Source: an optimization exercise on an open RTL-to-GDS flow (aim: small area). Production flows keep margins and buffers that such runs may drop. Only simulation tests tie the RTL to the original design; equivalence was not proved. No activity file was given, so power comes from the tool's default toggle rates.

==> design/flow/design.v <==
module npl_cell #(
	parameter int DEPTH = 16
) (
	input  logic        clk,
	input  logic [13:0] d,
	output logic [13:0] last,
	output logic [13:0] next
);
	logic [13:0] stage_q [0:DEPTH-1];
	always_ff @(posedge clk) begin
		stage_q[0] <= d;
		for (int s = 1; s < DEPTH; s++)
			stage_q[s] <= stage_q[s-1];
	end
	assign last = stage_q[DEPTH-1];
	assign next = stage_q[DEPTH-2];
endmodule
module npl_ctrl (
	input  logic        clk,
	input  logic        arst_n,
	input  logic        in_valid,
	output logic        in_ready,
	input  logic        in_op,
	input  logic [6:0]  in_pitch,
	input  logic [6:0]  in_velocity,
	output logic        out_valid,
	input  logic        out_ready,
	output logic        out_new_valid,
	output logic [6:0]  out_new_pitch,
	output logic [6:0]  out_new_velocity,
	output logic        out_old_valid,
	output logic [6:0]  out_old_pitch,
	output logic        out_dropped,
	input  logic        cfg_valid,
	output logic        cfg_ready,
	input  logic        cfg_index,
	input  logic [4:0]  cfg_data,
	output logic [13:0] ring_d,
	input  logic [13:0] ring_last,
	input  logic [13:0] ring_next
);
	localparam logic [1:0] ST_IDLE = 2'd0;
	localparam logic [1:0] ST_PASS = 2'd1;
	localparam logic [1:0] ST_DONE = 2'd2;
	logic [1:0]  st_q;
	logic [3:0]  idx_q;
	logic [4:0]  len_q;
	logic [1:0]  mode_q;
	logic [4:0]  mv_q;
	logic        flag_q;
	logic        snd_q;
	logic [6:0]  q;
	logic        gt, lt, eq, outranks;
	logic        in_pass, done, last_cyc, at_v, before_v, past_len, in_len;
	logic        place_now, matched, adv;
	logic        new_ok, old_ok, show;
	assign q        = ring_next[13:7];
	assign gt       = in_pitch > q;
	assign lt       = in_pitch < q;
	assign eq       = in_pitch == q;
	always_comb begin
		case (mode_q)
			2'd0:    outranks = 1'b1;
			2'd1:    outranks = gt;
			2'd2:    outranks = lt;
			default: outranks = 1'b0;
		endcase
	end
	assign in_pass  = (st_q == ST_PASS);
	assign done     = (st_q == ST_DONE);
	assign last_cyc = (idx_q == 4'd15);
	assign at_v     = (idx_q == mv_q[3:0]);
	assign before_v = ({1'b0, idx_q} < mv_q);
	assign in_len   = ({1'b0, idx_q} < len_q);
	assign past_len = len_q[4] ? last_cyc : !in_len;
	assign place_now = !in_op && !flag_q && (past_len || outranks);
	assign matched   = flag_q || (in_len && eq);
	assign adv       = in_pass && (in_op == flag_q);
	always_comb begin
		if (in_pass && place_now)
			ring_d = {in_pitch, in_velocity};
		else if (adv)
			ring_d = ring_next;
		else
			ring_d = ring_last;
	end
	assign show      = done && at_v && out_ready;
	assign in_ready  = show;
	assign out_valid = show;
	assign cfg_ready = 1'b1;
	always_ff @(posedge clk or negedge arst_n) begin
		if (!arst_n) begin
			st_q   <= ST_IDLE;
			idx_q  <= 4'd0;
			len_q  <= 5'd0;
			mode_q <= 2'd0;
			mv_q   <= 5'd0;
			flag_q <= 1'b0;
			snd_q  <= 1'b0;
		end else begin
			idx_q <= idx_q + 4'd1;
			if (cfg_valid) begin
				if (cfg_index)
					mv_q   <= cfg_data;
				else
					mode_q <= cfg_data[1:0];
			end
			case (st_q)
				ST_IDLE: begin
					flag_q <= 1'b0;
					snd_q  <= 1'b0;
					if (in_valid && last_cyc)
						st_q <= ST_PASS;
				end
				ST_PASS: begin
					if (!in_op) begin
						flag_q <= flag_q || place_now;
						snd_q  <= snd_q || (before_v && (eq || place_now));
					end else begin
						flag_q <= matched;
					end
					if (last_cyc) begin
						if (!in_op) begin
							idx_q  <= 4'd1;
							flag_q <= len_q[4];
							if (!len_q[4])
								len_q <= len_q + 5'd1;
							st_q   <= ST_DONE;
						end else begin
							flag_q <= 1'b0;
							if (matched)
								len_q <= len_q - 5'd1;
							else
								st_q  <= ST_DONE;
						end
					end
				end
				default: begin
					if (show)
						st_q <= ST_IDLE;
				end
			endcase
		end
	end
	assign new_ok = in_op ? ((mv_q != 5'd0) && (mv_q <= len_q)) : ((mv_q == 5'd0) || snd_q);
	assign old_ok = !in_op && snd_q && (mv_q < len_q);
	assign out_new_valid                     = new_ok;
	assign {out_new_pitch, out_new_velocity} = !new_ok ? 14'd0 :
	                                           in_op ? ring_last : {in_pitch, in_velocity};
	assign out_old_valid                     = old_ok;
	assign out_old_pitch                     = old_ok ? ring_next[13:7] : 7'd0;
	assign out_dropped                       = !in_op && flag_q;
endmodule
module note_priority_list (
	input  logic       clk,
	input  logic       arst_n,
	input  logic       in_valid,
	output logic       in_ready,
	input  logic       in_op,
	input  logic [6:0] in_pitch,
	input  logic [6:0] in_velocity,
	output logic       out_valid,
	input  logic       out_ready,
	output logic       out_new_valid,
	output logic [6:0] out_new_pitch,
	output logic [6:0] out_new_velocity,
	output logic       out_old_valid,
	output logic [6:0] out_old_pitch,
	output logic       out_dropped,
	input  logic       cfg_valid,
	output logic       cfg_ready,
	input  logic       cfg_index,
	input  logic [4:0] cfg_data
);
	logic [13:0] ring_d;
	logic [13:0] ring_last;
	logic [13:0] ring_next;
	npl_ctrl u_ctrl (
		.clk              (clk),
		.arst_n           (arst_n),
		.in_valid         (in_valid),
		.in_ready         (in_ready),
		.in_op            (in_op),
		.in_pitch         (in_pitch),
		.in_velocity      (in_velocity),
		.out_valid        (out_valid),
		.out_ready        (out_ready),
		.out_new_valid    (out_new_valid),
		.out_new_pitch    (out_new_pitch),
		.out_new_velocity (out_new_velocity),
		.out_old_valid    (out_old_valid),
		.out_old_pitch    (out_old_pitch),
		.out_dropped      (out_dropped),
		.cfg_valid        (cfg_valid),
		.cfg_ready        (cfg_ready),
		.cfg_index        (cfg_index),
		.cfg_data         (cfg_data),
		.ring_d           (ring_d),
		.ring_last        (ring_last),
		.ring_next        (ring_next)
	);
	npl_cell #(
		.DEPTH (16)
	) u_list (
		.clk  (clk),
		.d    (ring_d),
		.last (ring_last),
		.next (ring_next)
	);
endmodule
==> design/flow/flow/area.abc <==
strash
balance
rewrite
refactor
balance
rewrite
rewrite -z
balance
refactor -z
rewrite -z
balance
&get -n
&deepsyn -I 1 -J 100
&put
dch -f
amap
==> design/flow/standard.sh <==
#!/bin/bash
# synth_recipe.tcl (not shown) runs the flow's synth.tcl, then flattens the netlist and writes it again
# the make line also repeats each setting of config.mk as NAME=value (left out here)
make -C /OpenROAD-flow-scripts/flow DESIGN_CONFIG=/design/flow/config.mk WORK_HOME=/design/flow/orfs CLKGATE_MAP_FILE= SYNTH_SCRIPT=/design/flow/synth_recipe.tcl "${@:-finish}"
==> design/flow/config.mk <==
export PLATFORM = sky130hd
export DESIGN_NAME = note_priority_list
export DESIGN_NICKNAME = note_priority_list
export VERILOG_FILES = /design/flow/design.v
export SDC_FILE = /design/flow/constraint.sdc
export NUM_CORES = 4
export LEC_CHECK = 0
export ABC_AREA = 1
export CAP_MARGIN = 20
export CORE_MARGIN = 2
export CORE_UTILIZATION = 40
export CTS_BUF_LIST = sky130_fd_sc_hd__clkbuf_8
export CTS_CLUSTER_DIAMETER = 100
export CTS_CLUSTER_SIZE = 18
export PLACE_DENSITY = 0.6
export SLEW_MARGIN = 20
==> design/flow/constraint.sdc <==
create_clock -name core_clock -period 5.0 [get_ports {clk}]
set_input_delay 1.0000 -clock core_clock [delete_from_list [all_inputs] [get_ports {clk}]]
set_output_delay 1.0000 -clock core_clock [all_outputs]
set_load 0.01 [all_outputs]
==> design/flow/flow/run.sh <==
#!/bin/bash
# The standard layout with two changes:
# - synthesis maps the logic with an area-only ABC script (flow/area.abc) and without the
#   full/half-adder extraction; everything up to and including flip-flop mapping is unchanged,
#   so the registers keep the standard synthesis's names and cells;
# - the port buffers are plain buf_1 cells.
# make's output goes to flow.log; each ORFS step keeps its own log under orfs/logs.
set -euo pipefail
here=$PWD
# synthesis script: the standard flow's, sourcing a copy of ORFS's synth.tcl whose abc call uses area.abc
sed 's#log_cmd abc {\*}$abc_args$#log_cmd abc -script $::env(NPL_ABC_SCRIPT) {*}$lib_args {*}$lib_dont_use_args#' \
	"$FLOW_HOME/scripts/synth.tcl" > "$here/npl_synth_body.tcl"
grep -q 'NPL_ABC_SCRIPT' "$here/npl_synth_body.tcl"
sed "s#source \$::env(SCRIPTS_DIR)/synth.tcl#source $here/npl_synth_body.tcl#" \
	"$here/synth_recipe.tcl" > "$here/npl_synth.tcl"
grep -q 'npl_synth_body.tcl' "$here/npl_synth.tcl"
bash standard.sh \
	"SYNTH_SCRIPT=$here/npl_synth.tcl" \
	"NPL_ABC_SCRIPT=$here/flow/area.abc" \
	"ADDER_MAP_FILE=" \
	"BUFFER_PORTS_ARGS=-buffer_cell sky130_fd_sc_hd__buf_1" \
	finish > "$here/flow.log" 2>&1
==> results of run 1 <==
-- cells in the mapped netlist --
master / n / area share (%)
nor4_1: 2 / 0.21
nor2b_1: 5 / 0.51
a31oi_1: 3 / 0.31
dfxtp_1: 224 / 74
o221ai_1: 3 / 0.43
a21oi_1: 6 / 0.49
o22ai_1: 11 / 1.1
clkinv_1: 59 / 3.6
a22o_1: 1 / 0.14
o211ai_1: 1 / 0.12
o31ai_1: 1 / 0.12
a211oi_1: 2 / 0.25
o21ai_0: 27 / 2.2
nor3_1: 6 / 0.49
nand2_1: 26 / 1.6
a31o_1: 1 / 0.14
dfrtp_1: 20 / 8.2
nor3b_1: 1 / 0.12
a221oi_1: 2 / 0.29
conb_1: 1 / 0.062
and3_1: 2 / 0.21
nand2b_1: 1 / 0.10
a22oi_1: 4 / 0.49
o22a_1: 1 / 0.14
a21o_1: 1 / 0.12
o221a_1: 1 / 0.18
a2111oi_0: 1 / 0.14
nor2_1: 28 / 1.7
o21a_1: 1 / 0.12
o2111ai_1: 1 / 0.14
a222oi_1: 14 / 2.3
buf_4: 2 / 0.25
-- metal layers --
metal,up-vias,global-route usage (%),part of all wire [%]
met5,-,0,0
li1,1655,-,-
met2,81,18.8,44
met4,0,4.40,1.9
met1,1543,16.9,50
met3,15,2.81,4.5
-- state kept, by name (all words and copies together), names as in the netlist --
name            count
u_list.stage_q    224
u_ctrl.len_q        5
u_ctrl.mv_q         5
u_ctrl.idx_q        4
u_ctrl.mode_q       2
u_ctrl.st_q         2
u_ctrl.flag_q       1
u_ctrl.snd_q        1
-- logic make-up after synthesis --
group	Yosys count
AOI/OAI and AO/OA	82
buffers and inverters	61
other	1
DFF	244
and+or+nand+nor	71
-- report_power, final --
group / total (mW) / leakage [nW] / internal (mW) / switching (mW)
registers: 2.38 / 2.06 / 2.26 / 0.126
clock network: 0.865 / 0.143 / 0.318 / 0.547
logic: 0.349 / 0.422 / 0.121 / 0.228
total: 3.60 / 2.62 / 2.70 / 0.901
-- stage by stage --
stage                     cells  hold slack (ns)  util [%]
after global placement      699            0.310      43.5
after floorplan             459            0.310         -
after global routing        721            0.316      45.3
final                       721            0.316      45.3
after detailed placement    699            0.312      43.5
after CTS                   721            0.321      45.3
-- worst max-delay path, cell delays in order --
cell	delay (ns)
buf_1	0.37
clkinv_1	0.36
a2111oi_2	0.47
buf_4	0.30
nand2_1	0.07
o21ai_0	0.15
buf_1	0.19
-- worst paths after layout --
| kind | startpoint | end | slack (ns) | cells after the start |
|---|---|---|---|---|
| worst max-delay path | in_op | out_new_pitch[2] | 1.09 | 7 |
| worst min-delay path | u_list.stage_q[9][3] | u_list.stage_q[10][3] | 0.32 | 0 |
| worst max register to register | u_list.stage_q[14][11] | u_list.stage_q[0][13] | 1.75 | 14 |
| worst min register to register | u_list.stage_q[9][3] | u_list.stage_q[10][3] | 0.32 | 0 |
| max in group asynchronous | arst_n | u_ctrl.snd_q | 4.21 | 1 |
| min in group asynchronous | arst_n | u_ctrl.len_q[1] | 0.44 | 1 |
-- cells in the final DEF, fill, tap and decap left out, types with 2 or more instances in the layout --
cell type | netlist | final
nor2_1 | 28 | 28
a22oi_1 | 4 | 4
a31oi_1 | 3 | 3
nor3_1 | 6 | 6
a21oi_1 | 6 | 6
dfxtp_1 | 224 | 224
inv_1 | 0 | 3
a211oi_1 | 2 | 2
o21ai_0 | 27 | 26
and3_1 | 2 | 2
nor2b_1 | 5 | 5
nand2_1 | 26 | 26
clkinv_1 | 59 | 59
o221ai_1 | 3 | 3
clkbuf_8 | 0 | 17
a221oi_1 | 2 | 2
buf_1 | 0 | 50
a222oi_1 | 14 | 14
dfrtp_1 | 20 | 20
o22ai_1 | 11 | 11
buf_4 | 2 | 3
-- final cells by class --
| class | instances | area share [%] |
|---|---|---|
| clock inverter | 5 | 0.404 |
| tap | 188 | 3.46 |
| inverter | 59 | 3.25 |
| multi-input combinational | 154 | 13.1 |
| sequential | 244 | 73.2 |
| timing repair buffer | 54 | 3.16 |
| clock buffer | 17 | 3.44 |
==> results.ini, run 1 <==
[outcome]
status = timing/DRC/antenna clean

[placement]
io_buffers = 51
place_ws_ns = 0.856
place_area_um2 = 6540
gp_congestion = 0.848
hpwl_um = 6660

[logic_synthesis]
avgSynthCellArea_um2 = 13.3
synth-adder-area-share_pct = 0
synthCells = 459
synth_top_family_by_area = compound AO/OA/AOI/OAI gates
synthMuxAreaShare_pct = 0
ys_ff_latch = 244
ys_types = 32
synth_simple_gate_area_share_pct = 4.97
synth_compound_area_share_pct = 9.30
synth_xor_area_share_pct = 0
synth-seq-area-share_pct = 81.8
syn_nets = 485
synth_area_um2 = 6090
yosys_warnings = 3

[worst_hold_path]
worstHoldPathType = reg -> reg

[drt]
drc = 0
first_iter_violations = 205
num_vias = 3294
routed_wl_um = 9830
ant_nets = 0
wl_per_cell_um = 13.6
via_per_inst = 4.57
first_pass_iters = 5

[floorplanning]
dieArea_um2 = 16200
die_h_um = 127
rows = 45
fp.coreArea_um2 = 15000
die_x_um = 127
ios = 53
start_util_pct = 40.5

[sta]
worst_slack_ns = 1.09
period_share_pct = 78.2
final-hold-violation-count = 0
fin_setup_tns_ns = 0
slew_headroom_pct = 37.1
finalCriticalPeriod_ns = 3.91
max_freq_mhz = 256
rsz0062_at_grt = false
tightest_slew_ns = 0.939
finalSetupViolCount = 0
finClkSkew_ns = 0.0222
drv_slew = 0

[cells_and_area]
nNetsFinal = 556
antenna_cells = 0
syn_to_final_growth_pct = 11.7
ff_latch_area_um2 = 4980
design_area_um2 = 6810
multi_input_area_um2 = 890
nFillCells = 1372
drive_gt1_share_pct = 4.88

[cts]
clock_latency_ns = 0.50
ctsHoldBuffers = 0
cts_buffers = 17
h-tree-depth = 1
cts_tree = built
post-cts-setup-buffers = 0
clkSlewWorstSetupHoldPaths_ns = 0.10
cts_root_buf = clkbuf_8
numClockSinks = 244
max-clock-path-buffers = 3
cts_resized = 0

[global_routing]
grt_max_degree = 21
antenna_found_initial = 0
grt_pass1_wl_um = 15800
first_global_vias = 3214
track_usage_pct = 12.2
grt.overflow.total = 0

[worst_setup_path]
end_kind = primary output
critPathArrivalTime_ns = 2.91
worstSetupStartpointType = input pin
critPathKind = in -> out
required_ns = 4.00
crit_fanout = 15

[job]
cap_violations = 0

[power_and_ir_drop]
total_leakage_power_nw = 2.62
power_mw = 3.60
peakVddDrop_v = 0.000214
power_density_nw_per_um2 = 528

==> run 2: changes to the inputs <==
--- a/design/flow/config.mk
+++ b/design/flow/config.mk
@@ -8,9 +8,9 @@
 export ABC_AREA = 1
 export CAP_MARGIN = 20
 export CORE_MARGIN = 2
-export CORE_UTILIZATION = 40
+export CORE_UTILIZATION = 70
 export CTS_BUF_LIST = sky130_fd_sc_hd__clkbuf_8
 export CTS_CLUSTER_DIAMETER = 100
-export CTS_CLUSTER_SIZE = 18
-export PLACE_DENSITY = 0.6
+export CTS_CLUSTER_SIZE = 20
+export PLACE_DENSITY = 0.85
 export SLEW_MARGIN = 20
==> run 2 against run 1 <==
Effect of this change: sequential cell count did not move; clock skew rose by 0.0082 ns; fmax fell by 0.40%; register-to-register slack got worse by 0.31 ns; global-route usage rose by 11 points; critical path depth rose by 9; die area fell by 42%; largest cell class unchanged; largest power group unchanged.
==> results.ini, run 2 <==
[worst_setup_path]
path_common_cell = nor2_1
worstSetupStartpointType = input pin
crit_fanout = 15
end_kind = flip-flop
worstPathCellList = buf_1, clkinv_1, a22oi_1, o221a_1, o21ai_0, nor4_1, nor2_1, o22a_1, nor3_1, and3_1, a21oi_1, nor2_1, buf_4, nor2_1, a222oi_1, clkinv_1
critPathKind = in -> reg
reg2reg_slack_ns = 1.44
required_ns = 5.36
cpMaxStageDelayCell = a222oi_1
critPathArrivalTime_ns = 4.29
slowest_delay_ns = 0.41

[floorplanning]
die_x_um = 97.3
rows = 34
ios = 53
start_util_pct = 70.9
dieArea_um2 = 9470
fp.coreArea_um2 = 8590
die_h_um = 97.3

[cts]
cts_tree = built
cts_resized = 0
clkSlewWorstSetupHoldPaths_ns = 0.11
max-clock-path-buffers = 3
numClockSinks = 244
clock_latency_ns = 0.51
ctsHoldBuffers = 0
cts_buffers = 16
post-cts-setup-buffers = 0
h-tree-depth = 1
cts_root_buf = clkbuf_8

[power_and_ir_drop]
peakVddDrop_v = 0.000401
power_density_nw_per_um2 = 540
total_leakage_power_nw = 2.63
power_mw = 3.62

[sta]
finalSetupViolCount = 0
tightest_slew_ns = 0.991
slew_headroom_pct = 33.7
finClkSkew_ns = 0.0303
hold_slack_ns = 0.308
finalCriticalPeriod_ns = 3.93
drv_slew = 0
max_freq_mhz = 255
period_share_pct = 78.5
final-hold-violation-count = 0
rsz0062_at_grt = false
fin_setup_tns_ns = 0

[logic_synthesis]
synth_flop_cell = dfxtp_1
synth_top_family_by_area = compound AO/OA/AOI/OAI gates
ys_types = 32
yosys.cell_count.top_type = dfxtp_1
avgSynthCellArea_um2 = 13.3
synthCells = 459
yosysTopAreaCell = dfxtp_1
synth_top_area_share_pct = 73.6
synth-seq-area-share_pct = 81.8
syn_nets = 485
synth-adder-area-share_pct = 0
yosys_warnings = 3
async_flop_share_pct = 8.20
yosys-top-cells-count = 224 x dfxtp_1, 59 x clkinv_1, 28 x nor2_1
synth_simple_gate_area_share_pct = 4.97
ys_ff_latch = 244
yosys-top-cells-area = dfxtp_1 74%, dfrtp_1 8.2%, clkinv_1 3.6%, a222oi_1 2.3%, o21ai_0 2.2%
synth_compound_area_share_pct = 9.30
synthMuxAreaShare_pct = 0
synth-edff-count = 0
synth_xor_area_share_pct = 0
synth_area_um2 = 6090

[drt]
via_per_inst = 5.37
routed_wl_um = 10500
wl_met2_um = 5040
met1_length_um = 4580
num_vias = 3447
ant_nets = 0
wl_per_cell_um = 16.4
met3_length_um = 564
drc = 0
highest_layer = met4
first_pass_iters = 6
first_iter_violations = 282

[cells_and_area]
mostFrequentLayoutCell = dfxtp_1
final_cell_mix = 224 x dfxtp_1, 59 x clkinv_1, 50 x buf_1
nFillCells = 503
largest_register = u_list.stage_q
reg_top3 = u_list.stage_q (224), u_ctrl.len_q (5), u_ctrl.mv_q (5)
syn_to_final_growth_pct = 10.1
ff_latch_area_um2 = 4980
post-route-util_pct = 78.1
drive_gt1_share_pct = 4.68
multi_input_area_um2 = 886
largest_reg_flops = 224
antenna_cells = 0
nNetsFinal = 556

[global_routing]
grt_pass1_wl_um = 17000
grt_max_degree = 22
antenna_found_initial = 0
track_usage_pct = 22.7
grt.overflow.total = 0
first_global_vias = 3439

[placement]
io_buffers = 51
gp_congestion = 0.896
hpwl_um = 6880

[outcome]
status = timing/DRC/antenna clean

[job]
cap_violations = 0

[worst_hold_path]
worstHoldPathType = reg -> reg

[run 2: cell count changes in the layout (fill, tap and decap cells not counted), sizes merged]
| cell | previous run | this run |
|---|---|---|
| clkinvlp | 1 | 0 |
| clkbuf | 18 | 17 |
| buf | 53 | 54 |
| inv | 4 | 6 |
[run 2: kinds of logic after synthesis]
family / count (synthesis)
compound gates: 82
buf+inv: 61
flops: 244
other cells: 1
simple gates: 71
[run 2: worst paths after layout]
kind | depth (start not counted) | from | endpoint
worst max-delay path | 16 | in_pitch[4] | u_list.stage_q[0][12]
worst min-delay path | 0 | u_list.stage_q[3][0] | u_list.stage_q[4][0]
worst max register to register | 14 | u_list.stage_q[14][11] | u_list.stage_q[0][12]
worst min register to register | 0 | u_list.stage_q[3][0] | u_list.stage_q[4][0]
max in group asynchronous | 1 | arst_n | u_ctrl.mode_q[0]
min in group asynchronous | 1 | arst_n | u_ctrl.idx_q[0]
[run 2: area by class of cell]
class                      instances  area share [%]
timing repair buffer              55            3.32
tap                              108            2.01
inverter                          59            3.30
multi-input combinational        154            13.2
clock inverter                     6           0.597
sequential                       244            74.3
clock buffer                      16            3.28
[run 2: worst max-delay path, delay by kind of cell]
family | cells | cell delay, ns
and+or+nand+nor | 6 | 1.35
buffers and inverters | 4 | 0.62
AOI/OAI and AO/OA | 6 | 1.31
[run 2: through the flow]
stage                     instance area, µm²  std cells  worst slack [ns]
after global routing                    6710        642             0.823
after floorplan                         6090        459             0.761
final                                   6710        642              1.07
after global placement                  6440        619              1.07
after CTS                               6700        641              1.15
after detailed placement                6440        619             0.709
[run 2: layer usage]
layer | track usage [%] | vias up
li1 | - | 1653
met1 | 30.4 | 1628
met2 | 37.9 | 132
met3 | 3.67 | 34
met4 | 8.76 | 0
met5 | 0 | -
[run 2: power breakdown]
part / switching (mW) / total (mW) / internal [mW]
registers: 0.142 / 2.40 / 2.26
logic: 0.234 / 0.357 / 0.122
clock network: 0.559 / 0.868 / 0.309
total: 0.935 / 3.62 / 2.69
==> run 3: changes to the inputs <==
--- a/design/flow/design.v
+++ b/design/flow/design.v
@@ -54,6 +54,7 @@
 	logic        in_pass, done, last_cyc, at_v, before_v, past_len, in_len;
 	logic        place_now, matched, adv;
 	logic        new_ok, old_ok, show;
+	logic        in_len_q;
 	assign q        = ring_next[13:7];
 	assign gt       = in_pitch > q;
 	assign lt       = in_pitch < q;
@@ -142,8 +143,11 @@
 			endcase
 		end
 	end
-	assign new_ok = in_op ? ((mv_q != 5'd0) && (mv_q <= len_q)) : ((mv_q == 5'd0) || snd_q);
-	assign old_ok = !in_op && snd_q && (mv_q < len_q);
+	always_ff @(posedge clk)
+		in_len_q <= in_len;
+	assign new_ok = in_op ? (mv_q[4] ? (mv_q[3:0] == 4'd0) : (mv_q[3:0] != 4'd0)) && in_len_q
+	                      : (mv_q == 5'd0) || snd_q;
+	assign old_ok = !in_op && snd_q && !mv_q[4] && in_len;
 	assign out_new_valid                     = new_ok;
 	assign {out_new_pitch, out_new_velocity} = !new_ok ? 14'd0 :
 	                                           in_op ? ring_last : {in_pitch, in_velocity};
--- a/design/flow/config.mk
+++ b/design/flow/config.mk
@@ -8,9 +8,9 @@
 export ABC_AREA = 1
 export CAP_MARGIN = 20
 export CORE_MARGIN = 2
-export CORE_UTILIZATION = 70
+export CORE_UTILIZATION = 40
 export CTS_BUF_LIST = sky130_fd_sc_hd__clkbuf_8
-export CTS_CLUSTER_DIAMETER = 100
-export CTS_CLUSTER_SIZE = 20
-export PLACE_DENSITY = 0.85
+export CTS_CLUSTER_DIAMETER = 40
+export CTS_CLUSTER_SIZE = 18
+export PLACE_DENSITY = 0.6
 export SLEW_MARGIN = 20
==> run 3 against run 2 <==
Effect of this change: still clean; clock skew up 0.0067 ns; via count decreased by 1.7%; wire length fell by 2.8%; utilization down 29 points; worst setup slack got worse by 0.015 ns; clock-buffer cell count rose by 13; critical path depth shrank 9; clock power grew 83%; critical path type is now reg -> out.
==> results.ini, run 3 <==
[worst_setup_path]
critPathArrivalTime_ns = 2.94
crit_fanout = 8
r2r-end = u_ctrl.len_q[4]
end_kind = primary output
required_ns = 4.00
r2r_cells = 12
critPathKind = reg -> out
worstSetupStartpointType = flip-flop
startpoint = u_ctrl.len_q[1]
worstReg2RegStart = u_list.stage_q[14][12]
reg2reg_slack_ns = 1.77
endpoint = out_old_pitch[6]

[power_and_ir_drop]
peakVddDrop_v = 0.000273
intPower_mw = 3.57
p_switching_mw = 1.36
seq_power_share_pct = 58.4
total_leakage_power_nw = 2.87
clockPowerShare_pct = 32.3
power_mw = 4.93
swShare_pct = 27.6
power_density_nw_per_um2 = 684
power_frac_comb_pct = 9.3

[sta]
finalCriticalPeriod_ns = 3.94
finClkSkew_ns = 0.0371
slew_headroom_pct = 46.4
worst_slack_ns = 1.06
rsz0062_at_grt = false
drv_slew = 0
max_freq_mhz = 254
finalSetupViolCount = 0
fin_setup_tns_ns = 0
tightest_slew_ns = 0.802
period_share_pct = 78.8
final-hold-violation-count = 0

[drt]
num_vias = 3390
routed_wl_um = 10300
via_per_inst = 4.61
met3_length_um = 458
wl_per_cell_um = 13.9
ant_nets = 0
wl_met2_um = 4730
highest_layer = met4
met1_length_um = 4780
drc = 0
first_iter_violations = 164
first_pass_iters = 5

[floorplanning]
start_util_pct = 41.4
rows = 44
die_h_um = 127
fp.coreArea_um2 = 14600
die_x_um = 127
ios = 53
dieArea_um2 = 16200

[placement]
place_ws_ns = 1.04
io_buffers = 51
gp_congestion = 0.866
place_area_um2 = 6500
hpwl_um = 6530

[cts]
cts_root_buf = clkbuf_8
clkSlewWorstSetupHoldPaths_ns = 0.10
cts_resized = 0
post-cts-setup-buffers = 0
numClockSinks = 245
h-tree-depth = 1
max-clock-path-buffers = 3
cts_buffers = 28
cts_tree = built
ctsHoldBuffers = 0
clock_latency_ns = 0.56

[logic_synthesis]
ys_ff_latch = 245
ys_types = 30
async_flop_share_pct = 8.16
synth-seq-area-share_pct = 82.6
yosys-top-cells-area = dfxtp_1 74%, dfrtp_1 8.3%, clkinv_1 3.2%, o22ai_1 2.1%, o221ai_1 2.0%
synth_area_um2 = 6060
yosys-top-cells-count = 225 x dfxtp_1, 51 x clkinv_1, 31 x nand2_1
synth_flop_cell = dfxtp_1
synthCells = 447
synth-edff-count = 0
yosysTopAreaCell = dfxtp_1
synth_top_area_share_pct = 74.3
avgSynthCellArea_um2 = 13.6
yosys_warnings = 3
yosys.cell_count.top_type = dfxtp_1
syn_nets = 473

[worst_hold_path]
worstHoldPathType = reg -> reg
hold_depth = 0

[global_routing]
grt.overflow.total = 0
track_usage_pct = 12.8
grt_max_degree = 21
grt_pass1_wl_um = 16500
antenna_found_initial = 0
first_global_vias = 3384

[outcome]
status = timing/DRC/antenna clean

[cells_and_area]
largest_reg_flops = 224
reg_top3 = u_list.stage_q (224), u_ctrl.len_q (5), u_ctrl.mv_q (5)
design_area_um2 = 7210
antenna_cells = 0
post-route-util_pct = 49.2
drive_gt1_share_pct = 10.2
nNetsFinal = 555
syn_to_final_growth_pct = 18.9
largest_register = u_list.stage_q
final_cell_mix = 225 x dfxtp_1, 51 x clkinv_1, 50 x buf_1
mostFrequentLayoutCell = dfxtp_1

[job]
cap_violations = 0

[run 3: critical path: stages, from the launching register on]
cell and delay, ns:
dfrtp_1 0.43, clkinv_1 0.17, a222oi_1 0.30, a2111oi_0 0.10, a31oi_1 0.40, nand4_1 0.52, nor2_1 0.30, buf_1 0.18
[run 3: cell type report]
cell class / count / area [µm²]
clock buffer: 29 / 399
inverter: 51 / 191
fill: 1291 / 7430
timing repair buffer: 54 / 215
multi-input combinational: 149 / 856
tap: 184 / 230
sequential: 245 / 5000
clock inverter: 23 / 314
[run 3: worst min-delay path by stage]
| stage | start | endpoint | slack (ns) |
|---|---|---|---|
| 3_5_place_dp | u_list.stage_q[9][0] | u_list.stage_q[10][0] | 0.31 |
| 4_1_cts | u_list.stage_q[10][2] | u_list.stage_q[11][2] | 0.31 |
| 2_1_floorplan | u_list.stage_q[9][0] | u_list.stage_q[10][0] | 0.31 |
| 6_report | u_list.stage_q[3][1] | u_list.stage_q[4][1] | 0.31 |
| 3_3_place_gp | u_list.stage_q[0][12] | u_list.stage_q[1][12] | 0.31 |
| 5_1_grt | u_list.stage_q[3][1] | u_list.stage_q[4][1] | 0.31 |
[run 3: routing by layer]
metal | GRT usage (%) | vias to the layer above
met5 | 0 | -
met4 | 5.69 | 0
met3 | 2.97 | 31
met2 | 20.8 | 85
met1 | 16.6 | 1605
li1 | - | 1669
[run 3: cell families after synthesis]
kind of cell	after synthesis	synth area share [%]
buffers and inverters	53	3.41
DFF	245	82.6
and+or+nand+nor	73	5.33
AOI/OAI and AO/OA	75	8.65
other	1	0.0619
[run 3: stage by stage]
stage,hold WS [ns],std cells
6_report,0.310,735
5_1_grt,0.312,735
4_1_cts,0.309,735
3_5_place_dp,0.312,683
3_3_place_gp,0.311,683
2_1_floorplan,0.310,447
[run 3: power by group through the flow]
stage	logic, mW	clock network, mW	registers [mW]
finish	0.459	1.59	2.88
global route	0.511	1.72	2.96
CTS	0.462	1.64	2.89
detailed placement	0.460	0	2.92
global placement	0.451	0	2.91
floorplan	0.310	0	2.83
==> run 4: changes to the inputs <==
--- a/design/flow/config.mk
+++ b/design/flow/config.mk
@@ -10,7 +10,7 @@
 export CORE_MARGIN = 2
 export CORE_UTILIZATION = 40
 export CTS_BUF_LIST = sky130_fd_sc_hd__clkbuf_8
-export CTS_CLUSTER_DIAMETER = 40
-export CTS_CLUSTER_SIZE = 18
+export CTS_CLUSTER_DIAMETER = 100
+export CTS_CLUSTER_SIZE = 16
 export PLACE_DENSITY = 0.6
 export SLEW_MARGIN = 20
==> run 4 against run 3 <==
Effect of this change: combinational power is essentially flat; worst setup slack gained 0.033 ns; critical path depth is the same; register-to-register slack better by 0.07 ns; critical endpoint unchanged.
==> results.ini, run 4 <==
[outcome]
status = timing/DRC/antenna clean

[worst_setup_path]
cp_top_family = simple AND/OR/NAND/NOR gates
worstPathCellList = clkinv_1, a222oi_1, a2111oi_0, a31oi_1, nand4_1, nor2_1, buf_1
slowest_delay_ns = 0.52
crit_fanout = 8
critPathArrivalTime_ns = 2.91
end_kind = primary output
critPathKind = reg -> out
worstSetupStartpointType = flip-flop
cp_num_buf_inv = 2
cpMaxStageDelayCell = nand4_1
required_ns = 4.00

[cts]
cts_root_buf = clkbuf_8
cts_buffers = 19
ctsHoldBuffers = 0
cts_tree = built
h-tree-depth = 1
cts_resized = 0
clkSlewWorstSetupHoldPaths_ns = 0.11
max-clock-path-buffers = 3
post-cts-setup-buffers = 0
clock_latency_ns = 0.52
numClockSinks = 245

[sta]
slew_headroom_pct = 47.2
fin_setup_tns_ns = 0
final-hold-violation-count = 0
max_freq_mhz = 256
finalCriticalPeriod_ns = 3.91
period_share_pct = 78.2
finalSetupViolCount = 0
drv_slew = 0
rsz0062_at_grt = false
hold_slack_ns = 0.310
tightest_slew_ns = 0.790
finClkSkew_ns = 0.0345

[logic_synthesis]
ys_types = 30
yosys-top-cells-count = 225 x dfxtp_1, 51 x clkinv_1, 31 x nand2_1
yosysTopAreaCell = dfxtp_1
ys_ff_latch = 245
avgSynthCellArea_um2 = 13.6
synth_area_um2 = 6060
yosys.cell_count.top_type = dfxtp_1
syn_nets = 473
synth_flop_cell = dfxtp_1
yosys_warnings = 3
synth_top_area_share_pct = 74.3
synthCells = 447
async_flop_share_pct = 8.16
synth-seq-area-share_pct = 82.6
yosys-top-cells-area = dfxtp_1 74%, dfrtp_1 8.3%, clkinv_1 3.2%, o22ai_1 2.1%, o221ai_1 2.0%
synth-edff-count = 0

[cells_and_area]
antenna_cells = 0
final_cell_mix = 225 x dfxtp_1, 51 x clkinv_1, 50 x buf_1
reg_top3 = u_list.stage_q (224), u_ctrl.len_q (5), u_ctrl.mv_q (5)
drive_gt1_share_pct = 4.97
largest_register = u_list.stage_q
post-route-util_pct = 46.4
nNetsFinal = 546
largest_reg_flops = 224
multi_input_area_um2 = 856
mostFrequentLayoutCell = dfxtp_1
design_area_um2 = 6790
syn_to_final_growth_pct = 12.1
ff_latch_area_um2 = 5000
nFillCells = 1335

[drt]
via_per_inst = 4.67
first_iter_violations = 188
drc = 0
ant_nets = 0
wl_per_cell_um = 14.0
num_vias = 3301
first_pass_iters = 4
routed_wl_um = 9880

[power_and_ir_drop]
swShare_pct = 25.4
power_frac_comb_pct = 10.7
total_leakage_power_nw = 2.67
intPower_mw = 3.18
peakVddDrop_v = 0.000296
p_switching_mw = 1.08
clockPowerShare_pct = 21.8
seq_power_share_pct = 67.5
power_mw = 4.26
power_density_nw_per_um2 = 627

[floorplanning]
fp.coreArea_um2 = 14600
ios = 53
die_h_um = 127
rows = 44
die_x_um = 127
start_util_pct = 41.4
dieArea_um2 = 16200

[placement]
gp_congestion = 0.866
io_buffers = 51
place_area_um2 = 6500
hpwl_um = 6530

[worst_hold_path]
worstHoldPathType = reg -> reg

[global_routing]
antenna_found_initial = 0
first_global_vias = 3235
track_usage_pct = 12.5
grt_pass1_wl_um = 16000
grt.overflow.total = 0
grt_max_degree = 21

[job]
cap_violations = 0

## run 4: cell counts after synthesis
No cell type changed its count.
## run 4: routing by layer
metal / vias to the layer above / GRT usage (%) / share of wire (%)
met5: - / 0 / 0
met1: 1565 / 16.5 / 47
li1: 1627 / - / -
met2: 77 / 20.1 / 46
met4: 0 / 4.72 / 2.9
met3: 32 / 2.89 / 4.3
## run 4: through the flow
stage	instances	setup slack, ns
final	707	1.09
after global routing	707	0.782
after CTS	707	1.01
after detailed placement	683	1.04
after global placement	683	1.13
after floorplan	447	1.63
## run 4: cells by family after synthesis
family	after synthesis	share of synthesized area (%)
buf+inv	53	3.41
flops	245	82.6
compound gates	75	8.65
simple gates	73	5.33
other cells	1	0.0619
## run 4: layout make-up
class	instances	share of cell area, %
inverters	51	2.82
multi-input cells	149	12.6
clock inverters	5	0.516
clock buffers	19	3.85
repair buffers	54	3.17
flip-flops and latches	245	73.7
well taps	184	3.39
## run 4: worst reg2reg max path: stages, from the launching register on
cell and delay [ns]:
dfxtp_1 0.38, a22oi_1 0.29, o221a_1 0.21, o21ai_0 0.12, nor4_1 0.45, a21oi_1 0.12
or2_0 0.28, or3_1 0.43, nor3_1 0.25, or2_0 0.17, nand2_1 0.09, o21a_1 0.11
a31o_1 0.18
## run 4: worst paths after layout
kind | from | to | slack [ns] | depth (start not counted)
min reg2reg | u_list.stage_q[4][2] | u_list.stage_q[5][2] | 0.31 | 0
max | u_ctrl.len_q[1] | out_old_pitch[6] | 1.09 | 7
max reg2reg | u_list.stage_q[14][12] | u_ctrl.len_q[4] | 1.84 | 12
min | u_list.stage_q[4][2] | u_list.stage_q[5][2] | 0.31 | 0
min in group asynchronous | arst_n | u_ctrl.mv_q[3] | 0.42 | 1
max in group asynchronous | arst_n | u_ctrl.st_q[0] | 4.22 | 1
## run 4: power groups by stage
stage               clock network [mW]  registers (mW)  logic [mW]
floorplan                            0            2.83       0.310
global placement                     0            2.91       0.451
detailed placement                   0            2.92       0.460
CTS                              0.962            2.89       0.461
global route                      1.04            2.95       0.510
finish                           0.927            2.88       0.458
==> run 5: changes to the inputs <==
--- a/design/flow/flow/run.sh
+++ b/design/flow/flow/run.sh
@@ -3,7 +3,8 @@
 # - synthesis maps the logic with an area-only ABC script (flow/area.abc) and without the
 #   full/half-adder extraction; everything up to and including flip-flop mapping is unchanged,
 #   so the registers keep the standard synthesis's names and cells;
-# - the port buffers are plain buf_1 cells.
+# - the port buffers are plain buf_1 cells;
+# - clock tree synthesis inserts no dummy loads.
 # make's output goes to flow.log; each ORFS step keeps its own log under orfs/logs.
 set -euo pipefail
 here=$PWD
@@ -19,4 +20,5 @@
 	"NPL_ABC_SCRIPT=$here/flow/area.abc" \
 	"ADDER_MAP_FILE=" \
 	"BUFFER_PORTS_ARGS=-buffer_cell sky130_fd_sc_hd__buf_1" \
+	"CTS_ARGS=-sink_clustering_enable -repair_clock_nets -sink_clustering_size 16 -sink_clustering_max_diameter 100 -buf_list sky130_fd_sc_hd__clkbuf_8 -dont_use_dummy_load" \
 	finish > "$here/flow.log" 2>&1
==> run 5 against run 4 <==
Effect of this change: die area did not move; non-clock buffer count is the same; global-route usage barely moved; critical path type unchanged; critical endpoint unchanged; largest power group unchanged; highest routed layer unchanged.
==> results.ini, run 5 <==
[global_routing]
grt_max_degree = 21
grt.overflow.total = 0
track_usage_pct = 12.5
antenna_found_initial = 0
grt_pass1_wl_um = 16000
first_global_vias = 3229

[logic_synthesis]
yosysTopAreaCell = dfxtp_1
synth_area_um2 = 6060
syn_nets = 473
yosys-top-cells-count = 225 x dfxtp_1, 51 x clkinv_1, 31 x nand2_1
synth_top_area_share_pct = 74.3
yosys-top-cells-area = dfxtp_1 74%, dfrtp_1 8.3%, clkinv_1 3.2%, o22ai_1 2.1%, o221ai_1 2.0%
ys_types = 30
async_flop_share_pct = 8.16
ys_ff_latch = 245
synth_flop_cell = dfxtp_1
synth-seq-area-share_pct = 82.6
synth-edff-count = 0
synthCells = 447
yosys.cell_count.top_type = dfxtp_1
avgSynthCellArea_um2 = 13.6
yosys_warnings = 3

[outcome]
status = timing/DRC/antenna clean

[floorplanning]
dieArea_um2 = 16200
ios = 53
die_x_um = 127
rows = 44
start_util_pct = 41.4
die_h_um = 127
fp.coreArea_um2 = 14600

[cells_and_area]
nNetsFinal = 546
reg_top3 = u_list.stage_q (224), u_ctrl.len_q (5), u_ctrl.mv_q (5)
multi_input_area_um2 = 856
drive_gt1_share_pct = 4.63
largest_reg_flops = 224
antenna_cells = 0
design_area_um2 = 6760
syn_to_final_growth_pct = 11.5
mostFrequentLayoutCell = dfxtp_1
largest_register = u_list.stage_q
nFillCells = 1333
ff_latch_area_um2 = 5000
post-route-util_pct = 46.2
final_cell_mix = 225 x dfxtp_1, 51 x clkinv_1, 50 x buf_1

[job]
cap_violations = 0

[placement]
io_buffers = 51
place_area_um2 = 6500
hpwl_um = 6530
gp_congestion = 0.866

[drt]
via_per_inst = 4.69
ant_nets = 0
wl_per_cell_um = 14.1
routed_wl_um = 9870
drc = 0
first_iter_violations = 181
first_pass_iters = 4
num_vias = 3295

[sta]
slew_headroom_pct = 47.1
hold_slack_ns = 0.280
period_share_pct = 77.7
rsz0062_at_grt = false
finalCriticalPeriod_ns = 3.89
fin_setup_tns_ns = 0
finalSetupViolCount = 0
tightest_slew_ns = 0.791
finClkSkew_ns = 0.0465
max_freq_mhz = 257
drv_slew = 0
final-hold-violation-count = 0

[cts]
cts_buffers = 19
clkSlewWorstSetupHoldPaths_ns = 0.11
cts_root_buf = clkbuf_8
cts_resized = 0
clock_latency_ns = 0.50
numClockSinks = 245
post-cts-setup-buffers = 0
ctsHoldBuffers = 0
cts_tree = built
h-tree-depth = 1
max-clock-path-buffers = 3

[worst_setup_path]
r2r-end = u_ctrl.len_q[4]
r2r_cells = 12
cpMaxStageDelayCell = nand4_1
critPathArrivalTime_ns = 2.89
worstReg2RegStart = u_list.stage_q[14][12]
worstPathCellList = clkinv_1, a222oi_1, a2111oi_0, a31oi_1, nand4_1, nor2_1, buf_1
end_kind = primary output
slowest_delay_ns = 0.52
worstSetupStartpointType = flip-flop
reg2reg_slack_ns = 1.84
crit_fanout = 8
critPathKind = reg -> out
required_ns = 4.00

[power_and_ir_drop]
total_leakage_power_nw = 2.64
clockPowerShare_pct = 21.1
power_density_nw_per_um2 = 625
peakVddDrop_v = 0.000296
intPower_mw = 3.17
swShare_pct = 25.1
seq_power_share_pct = 68.1
p_switching_mw = 1.06
power_frac_comb_pct = 10.8

[worst_hold_path]
worstHoldPathType = reg -> reg
worstHoldStart = u_list.stage_q[6][5]
hold_depth = 0
min_to = u_list.stage_q[7][5]

run 5: cell counts after synthesis:
Identical to the previous run, type by type.
run 5: worst max-delay path by stage:
stage / start / endpoint / slack, ns / cells past startpoint
final: u_ctrl.len_q[1] / out_old_pitch[6] / 1.11 / 7
after global routing: u_ctrl.len_q[1] / out_old_pitch[6] / 0.80 / 7
after CTS: u_ctrl.len_q[1] / out_old_pitch[6] / 1.03 / 7
after detailed placement: in_pitch[5] / u_ctrl.len_q[4] / 1.04 / 14
after global placement: in_pitch[5] / u_ctrl.len_q[4] / 1.13 / 14
after floorplan: in_pitch[5] / u_ctrl.len_q[4] / 1.63 / 13
run 5: cells by family after synthesis:
| logic type | Yosys count | synth area share (%) |
|---|---|---|
| AO/OA/AOI/OAI | 75 | 8.65 |
| buffers and inverters | 53 | 3.41 |
| flip-flops | 245 | 82.6 |
| other | 1 | 0.0619 |
| AND/OR/NAND/NOR | 73 | 5.33 |
run 5: final cells by class:
type                       instances  area share (%)
clock buffer                      19            3.87
tap                              184            3.41
sequential                       245            74.0
multi-input combinational        149            12.7
timing repair buffer              54            3.18
inverter                          51            2.83
run 5: stage by stage:
| step | cells | power, mW | setup WS, ns |
|---|---|---|---|
| floorplan | 447 | 3.14 | 1.63 |
| global placement | 683 | 3.36 | 1.13 |
| detailed placement | 683 | 3.38 | 1.04 |
| CTS | 702 | 4.27 | 1.03 |
| global route | 702 | 4.47 | 0.805 |
| finish | 702 | 4.23 | 1.11 |
run 5: power by group through the flow:
stage          Clock, mW  Combinational (mW)  Sequential (mW)
6_report           0.891               0.458             2.88
5_1_grt             1.00               0.510             2.96
4_1_cts            0.923               0.461             2.89
3_5_place_dp           0               0.460             2.92
3_3_place_gp           0               0.451             2.91
2_1_floorplan          0               0.310             2.83
run 5: critical path, delay by kind of cell (launching register included):
family	cells	cell delay, ns
buffers and inverters	2	0.34
AO/OA/AOI/OAI	3	0.78
flip-flops	1	0.43
AND/OR/NAND/NOR	2	0.83
run 5: routing by layer:
layer	track usage [%]	vias to the layer above	wire length, µm
met3	2.85	28	425
met2	20.1	76	4520
met5	0	-	0
met4	4.72	0	276
li1	-	1624	-
met1	16.6	1567	4650
==> run 6: changes to the inputs <==
--- a/design/flow/flow/run.sh
+++ b/design/flow/flow/run.sh
@@ -20,5 +20,5 @@
 	"NPL_ABC_SCRIPT=$here/flow/area.abc" \
 	"ADDER_MAP_FILE=" \
 	"BUFFER_PORTS_ARGS=-buffer_cell sky130_fd_sc_hd__buf_1" \
-	"CTS_ARGS=-sink_clustering_enable -repair_clock_nets -sink_clustering_size 16 -sink_clustering_max_diameter 100 -buf_list sky130_fd_sc_hd__clkbuf_8 -dont_use_dummy_load" \
+	"CTS_ARGS=-sink_clustering_enable -repair_clock_nets -sink_clustering_size 16 -sink_clustering_max_diameter 100 -buf_list sky130_fd_sc_hd__clkbuf_8 -dont_use_dummy_load -root_buf sky130_fd_sc_hd__clkbuf_4" \
 	finish > "$here/flow.log" 2>&1
==> run 6 against run 5 <==
Effect of this change: largest power group unchanged; clock-buffer cell count unchanged; non-clock buffer count unchanged; sequential share of layout area up 0.21 points; fmax down 2.3%; clock skew about the same; still clean on timing, DRC and antenna; global-route usage about the same; clock power down 3.6%; power down 0.77%; utilization down 0.13 points; first-iteration DRC count down 0.55%; final cell count unchanged; critical path depth unchanged.
==> results.ini, run 6 <==
[sta]
finalCriticalPeriod_ns = 3.98
finalSetupViolCount = 0
period_share_pct = 79.5
tightest_slew_ns = 0.798
rsz0062_at_grt = false
finClkSkew_ns = 0.0463
drv_slew = 0
slew_headroom_pct = 46.6
max_freq_mhz = 251
hold_slack_ns = 0.280
final-hold-violation-count = 0
fin_setup_tns_ns = 0

[cts]
cts_tree = built
ctsHoldBuffers = 0
cts_resized = 0
clkSlewWorstSetupHoldPaths_ns = 0.12
cts_root_buf = clkbuf_4
h-tree-depth = 1
max-clock-path-buffers = 3
post-cts-setup-buffers = 0
clock_latency_ns = 0.61
numClockSinks = 245
cts_buffers = 19

[logic_synthesis]
yosys_warnings = 3
synthCells = 447
avgSynthCellArea_um2 = 13.6
ys_types = 30
synth-edff-count = 0
yosysTopAreaCell = dfxtp_1
synth-seq-area-share_pct = 82.6
syn_nets = 473
synth_flop_cell = dfxtp_1
yosys-top-cells-count = 225 x dfxtp_1, 51 x clkinv_1, 31 x nand2_1
yosys.cell_count.top_type = dfxtp_1
yosys-top-cells-area = dfxtp_1 74%, dfrtp_1 8.3%, clkinv_1 3.2%, o22ai_1 2.1%, o221ai_1 2.0%
ys_ff_latch = 245
synth_area_um2 = 6060
async_flop_share_pct = 8.16
synth_top_area_share_pct = 74.3

[global_routing]
grt_pass1_wl_um = 16000
track_usage_pct = 12.5
grt_max_degree = 21
grt.overflow.total = 0
antenna_found_initial = 0
first_global_vias = 3239

[worst_hold_path]
hold_depth = 0
min_to = u_list.stage_q[7][5]
worstHoldPathType = reg -> reg
worstHoldStart = u_list.stage_q[6][5]

[floorplanning]
die_x_um = 127
rows = 44
fp.coreArea_um2 = 14600
ios = 53
dieArea_um2 = 16200
start_util_pct = 41.4
die_h_um = 127

[worst_setup_path]
worstSetupStartpointType = flip-flop
required_ns = 4.00
critPathKind = reg -> out
slowest_delay_ns = 0.52
crit_fanout = 8
end_kind = primary output
reg2reg_slack_ns = 1.84
cpMaxStageDelayCell = nand4_1
r2r-end = u_ctrl.len_q[4]
r2r_cells = 12
worstPathCellList = clkinv_1, a222oi_1, a2111oi_0, a31oi_1, nand4_1, nor2_1, buf_1
worstReg2RegStart = u_list.stage_q[14][12]
critPathArrivalTime_ns = 2.98

[cells_and_area]
nNetsFinal = 546
syn_to_final_growth_pct = 11.2
largest_register = u_list.stage_q
drive_gt1_share_pct = 4.63
multi_input_area_um2 = 856
fin_cells = 702
reg_top3 = u_list.stage_q (224), u_ctrl.len_q (5), u_ctrl.mv_q (5)
mostFrequentLayoutCell = dfxtp_1
final_cell_mix = 225 x dfxtp_1, 51 x clkinv_1, 50 x buf_1
ff_latch_area_um2 = 5000
largest_reg_flops = 224
antenna_cells = 0
nFillCells = 1336

[job]
cap_violations = 0

[drt]
num_vias = 3291
via_per_inst = 4.69
routed_wl_um = 9880
first_pass_iters = 4
first_iter_violations = 180
drc = 0
ant_nets = 0
wl_per_cell_um = 14.1

[power_and_ir_drop]
seq_power_share_pct = 68.6
intPower_mw = 3.14
swShare_pct = 25.2
power_density_nw_per_um2 = 622
power_frac_comb_pct = 10.9
clockPowerShare_pct = 20.5
total_leakage_power_nw = 2.64
peakVddDrop_v = 0.000295
p_switching_mw = 1.06

[placement]
io_buffers = 51
hpwl_um = 6530
gp_congestion = 0.866
place_inst = 683

[outcome]
status = timing/DRC/antenna clean

## run 6: cell families (layout without fill, tap and decap cells)
logic type	after synthesis	in the layout	share of synthesized area, %
buf+inv	53	124	3.41
flops	245	245	82.6
simple gates	73	73	5.33
compound gates	75	75	8.65
other cells	1	1	0.0619
## run 6: critical path, delay by kind of cell (launching register included)
family | cells | cell delay, ns
AO/OA/AOI/OAI | 3 | 0.78
buffers and inverters | 2 | 0.34
flip-flops | 1 | 0.43
AND/OR/NAND/NOR | 2 | 0.84
## run 6: power by group through the flow
stage	logic (mW)	registers, mW	clock network, mW
floorplan	0.310	2.83	0
detailed placement	0.460	2.92	0
CTS	0.461	2.89	0.891
global route	0.510	2.96	0.968
finish	0.458	2.88	0.859
global placement	0.451	2.91	0
## run 6: worst max path at each step
stage / start / endpoint / slack, ns / cells past startpoint
after floorplan: in_pitch[5] / u_ctrl.len_q[4] / 1.63 / 13
after global placement: in_pitch[5] / u_ctrl.len_q[4] / 1.13 / 14
after detailed placement: in_pitch[5] / u_ctrl.len_q[4] / 1.04 / 14
after CTS: u_ctrl.len_q[1] / out_old_pitch[6] / 0.93 / 7
after global routing: u_ctrl.len_q[1] / out_old_pitch[6] / 0.70 / 7
final: u_ctrl.len_q[1] / out_old_pitch[6] / 1.02 / 7
## run 6: layer usage
metal	part of all wire, %	vias up	GRT usage (%)
li1	-	1623	-
met1	47	1570	16.6
met5	0	-	0
met3	4.3	27	2.93
met2	46	71	20.1
met4	2.8	0	4.52
## run 6: layout make-up
type / count / share of cell area, %
sequential: 245 / 74.3
multi-input combinational: 149 / 12.7
clock buffer: 19 / 3.60
tap: 184 / 3.42
timing repair buffer: 54 / 3.19
inverter: 51 / 2.84
## run 6: per-stage QoR
step / instance area (µm²) / total power [mW] / setup WS (ns) / utilization, %
finish: 6740 / 4.19 / 1.02 / 46.0
global route: 6740 / 4.43 / 0.698 / 46.0
CTS: 6740 / 4.24 / 0.933 / 46.0
detailed placement: 6500 / 3.38 / 1.04 / 44.4
global placement: 6500 / 3.36 / 1.13 / 44.4
floorplan: 6060 / 3.14 / 1.63 / -
==> run 7: changes to the inputs <==
--- a/design/flow/flow/run.sh
+++ b/design/flow/flow/run.sh
@@ -4,7 +4,7 @@
 #   full/half-adder extraction; everything up to and including flip-flop mapping is unchanged,
 #   so the registers keep the standard synthesis's names and cells;
 # - the port buffers are plain buf_1 cells;
-# - clock tree synthesis inserts no dummy loads.
+# - clock tree synthesis inserts no dummy loads and uses a clkbuf_4 at the root.
 # make's output goes to flow.log; each ORFS step keeps its own log under orfs/logs.
 set -euo pipefail
 here=$PWD
==> run 7 against run 6 <==
Effect of this change: sequential cell count unchanged; fmax unchanged; global-route usage unchanged; critical path type unchanged; critical endpoint unchanged.
==> results.ini, run 7 <==
[logic_synthesis]
yosys-top-cells-count = 225 x dfxtp_1, 51 x clkinv_1, 31 x nand2_1
async_flop_share_pct = 8.16
synth-seq-area-share_pct = 82.6
synth_top_area_share_pct = 74.3
syn_nets = 473
yosys_warnings = 3
yosys-top-cells-area = dfxtp_1 74%, dfrtp_1 8.3%, clkinv_1 3.2%, o22ai_1 2.1%, o221ai_1 2.0%
ys_ff_latch = 245
synth_area_um2 = 6060
synth_flop_cell = dfxtp_1
ys_types = 30
synthCells = 447
avgSynthCellArea_um2 = 13.6
synth-edff-count = 0
yosysTopAreaCell = dfxtp_1
yosys.cell_count.top_type = dfxtp_1

[placement]
io_buffers = 51
place_inst = 683
gp_congestion = 0.866
place_area_um2 = 6500
hpwl_um = 6530

[sta]
finalSetupViolCount = 0
fin_setup_tns_ns = 0
period_share_pct = 79.5
max_freq_mhz = 251
finClkSkew_ns = 0.0463
tightest_slew_ns = 0.798
slew_headroom_pct = 46.6
finalCriticalPeriod_ns = 3.98
drv_slew = 0
rsz0062_at_grt = false
final-hold-violation-count = 0

[cts]
cts_resized = 0
post-cts-setup-buffers = 0
cts_tree = built
max-clock-path-buffers = 3
h-tree-depth = 1
ctsHoldBuffers = 0
cts_root_buf = clkbuf_4
clkSlewWorstSetupHoldPaths_ns = 0.12
numClockSinks = 245
cts_buffers = 19
clock_latency_ns = 0.61

[global_routing]
grt_pass1_wl_um = 16000
first_global_vias = 3239
grt_max_degree = 21
antenna_found_initial = 0
track_usage_pct = 12.5
grt.overflow.total = 0

[drt]
via_per_inst = 4.69
ant_nets = 0
drc = 0
routed_wl_um = 9880
first_iter_violations = 180
first_pass_iters = 4
wl_per_cell_um = 14.1
num_vias = 3291

[job]
cap_violations = 0

[cells_and_area]
reg_top3 = u_list.stage_q (224), u_ctrl.len_q (5), u_ctrl.mv_q (5)
syn_to_final_growth_pct = 11.2
nNetsFinal = 546
final_cell_mix = 225 x dfxtp_1, 51 x clkinv_1, 50 x buf_1
mostFrequentLayoutCell = dfxtp_1
multi_input_area_um2 = 856
design_area_um2 = 6740
ff_latch_area_um2 = 5000
largest_reg_flops = 224
nFillCells = 1336
fin_cells = 702
largest_register = u_list.stage_q
drive_gt1_share_pct = 4.63
antenna_cells = 0

[floorplanning]
dieArea_um2 = 16200
fp.coreArea_um2 = 14600
rows = 44
die_x_um = 127
ios = 53
die_h_um = 127
start_util_pct = 41.4

[worst_setup_path]
crit_fanout = 8
critPathKind = reg -> out
worstPathCellList = clkinv_1, a222oi_1, a2111oi_0, a31oi_1, nand4_1, nor2_1, buf_1
slowest_delay_ns = 0.52
end_kind = primary output
required_ns = 4.00
cpMaxStageDelayCell = nand4_1
worstSetupStartpointType = flip-flop
critPathArrivalTime_ns = 2.98

[power_and_ir_drop]
peakVddDrop_v = 0.000295
power_density_nw_per_um2 = 622
total_leakage_power_nw = 2.64
power_mw = 4.19

[outcome]
status = timing/DRC/antenna clean

[worst_hold_path]
worstHoldPathType = reg -> reg

==> run 7: cell type report <==
cell class,instances,share of cell area (%)
Sequential cell,245,74.3
Multi-Input combinational cell,149,12.7
Clock buffer,19,3.60
Tap cell,184,3.42
Timing Repair Buffer,54,3.19
Inverter,51,2.84
==> run 7: final timing paths <==
check,start,to,slack [ns],cells after the start
min in group asynchronous,arst_n,u_ctrl.mv_q[2],0.34,1
setup / recovery,u_ctrl.len_q[1],out_old_pitch[6],1.02,7
hold / removal,u_list.stage_q[6][5],u_list.stage_q[7][5],0.28,0
max in group asynchronous,arst_n,u_ctrl.st_q[0],4.28,1
hold reg to reg,u_list.stage_q[6][5],u_list.stage_q[7][5],0.28,0
setup reg to reg,u_list.stage_q[14][12],u_ctrl.len_q[4],1.84,12
==> run 7: worst max-delay path, delay by kind of cell (launching register included) <==
kind / cells / cell delay, ns
AOI/OAI and AO/OA: 3 / 0.78
DFF: 1 / 0.43
and+or+nand+nor: 2 / 0.84
buffers and inverters: 2 / 0.34
==> run 7: logic make-up (layout without fill, tap and decap cells) <==
| family | Yosys count | count (layout) | synth area share [%] |
|---|---|---|---|
| AOI/OAI and AO/OA | 75 | 75 | 8.65 |
| buffers and inverters | 53 | 124 | 3.41 |
| DFF | 245 | 245 | 82.6 |
| other | 1 | 1 | 0.0619 |
| and+or+nand+nor | 73 | 73 | 5.33 |
==> run 7: per-layer routing <==
metal	global-route usage (%)	share of wire, %	vias to the layer above
met3	2.93	4.3	27
met1	16.6	47	1570
met5	0	0	-
li1	-	-	1623
met4	4.52	2.8	0
met2	20.1	46	71
==> run 7: metrics by stage <==
| stage | setup slack (ns) | util, % | hold slack (ns) |
|---|---|---|---|
| floorplan | 1.63 | - | 0.310 |
| global placement | 1.13 | 44.4 | 0.311 |
| detailed placement | 1.04 | 44.4 | 0.312 |
| CTS | 0.933 | 46.0 | 0.278 |
| global route | 0.698 | 46.0 | 0.269 |
| finish | 1.02 | 46.0 | 0.280 |
==> run 7: power by group <==
group | leakage (nW) | switching [mW] | internal [mW]
registers | 2.09 | 0.218 | 2.66
logic | 0.418 | 0.292 | 0.166
clock network | 0.129 | 0.546 | 0.313

## what the ideal ports hide
The flow's constraints put no driver on any port. The routed layouts listed below were extracted and timed again, unchanged, in two steps.
Step 1: set_driving_cell puts a clkbuf_16 on clk and a buf_2 on each other input, an assumption about the parent block.
Step 2, shift: input delay + t, output delay - t, t = (earliest + latest rising clock arrival at the registers) / 2. This alone moves slack from input paths to output paths.
a / b / c = no drivers / after step 1 / after step 2; a / b = the first two.
run | shift t [ns] | setup WS [ns] | worst hold slack (ns) | worst setup path after step 2
run 1 | 0.513 | 1.089 / 1.052 / 0.880 | 0.316 / 0.316 / 0.316 | input to register
run 2 | 0.521 | 1.073 / 1.071 / 0.550 | 0.308 / 0.308 / 0.308 | input to register
run 3 | 0.578 | 1.058 / 1.023 / 0.971 | 0.310 / 0.310 / 0.310 | input to register
run 4 | 0.532 | 1.092 / 1.059 / 1.031 | 0.310 / 0.310 / 0.310 | input to register
run 5 | 0.510 | 1.115 / 1.082 / 1.031 | 0.280 / 0.280 / 0.280 | input to register
run 6 | 0.617 | 1.024 / 0.993 / 0.999 | 0.280 / 0.280 / 0.280 | input to register
run 7 | 0.617 | 1.024 / 0.993 / 0.999 | 0.280 / 0.280 / 0.280 | input to register
After both steps every run listed still meets setup and hold. The setup slack of run 2, which loses most, moves by -0.002 ns with the drivers and by -0.523 ns with both steps.
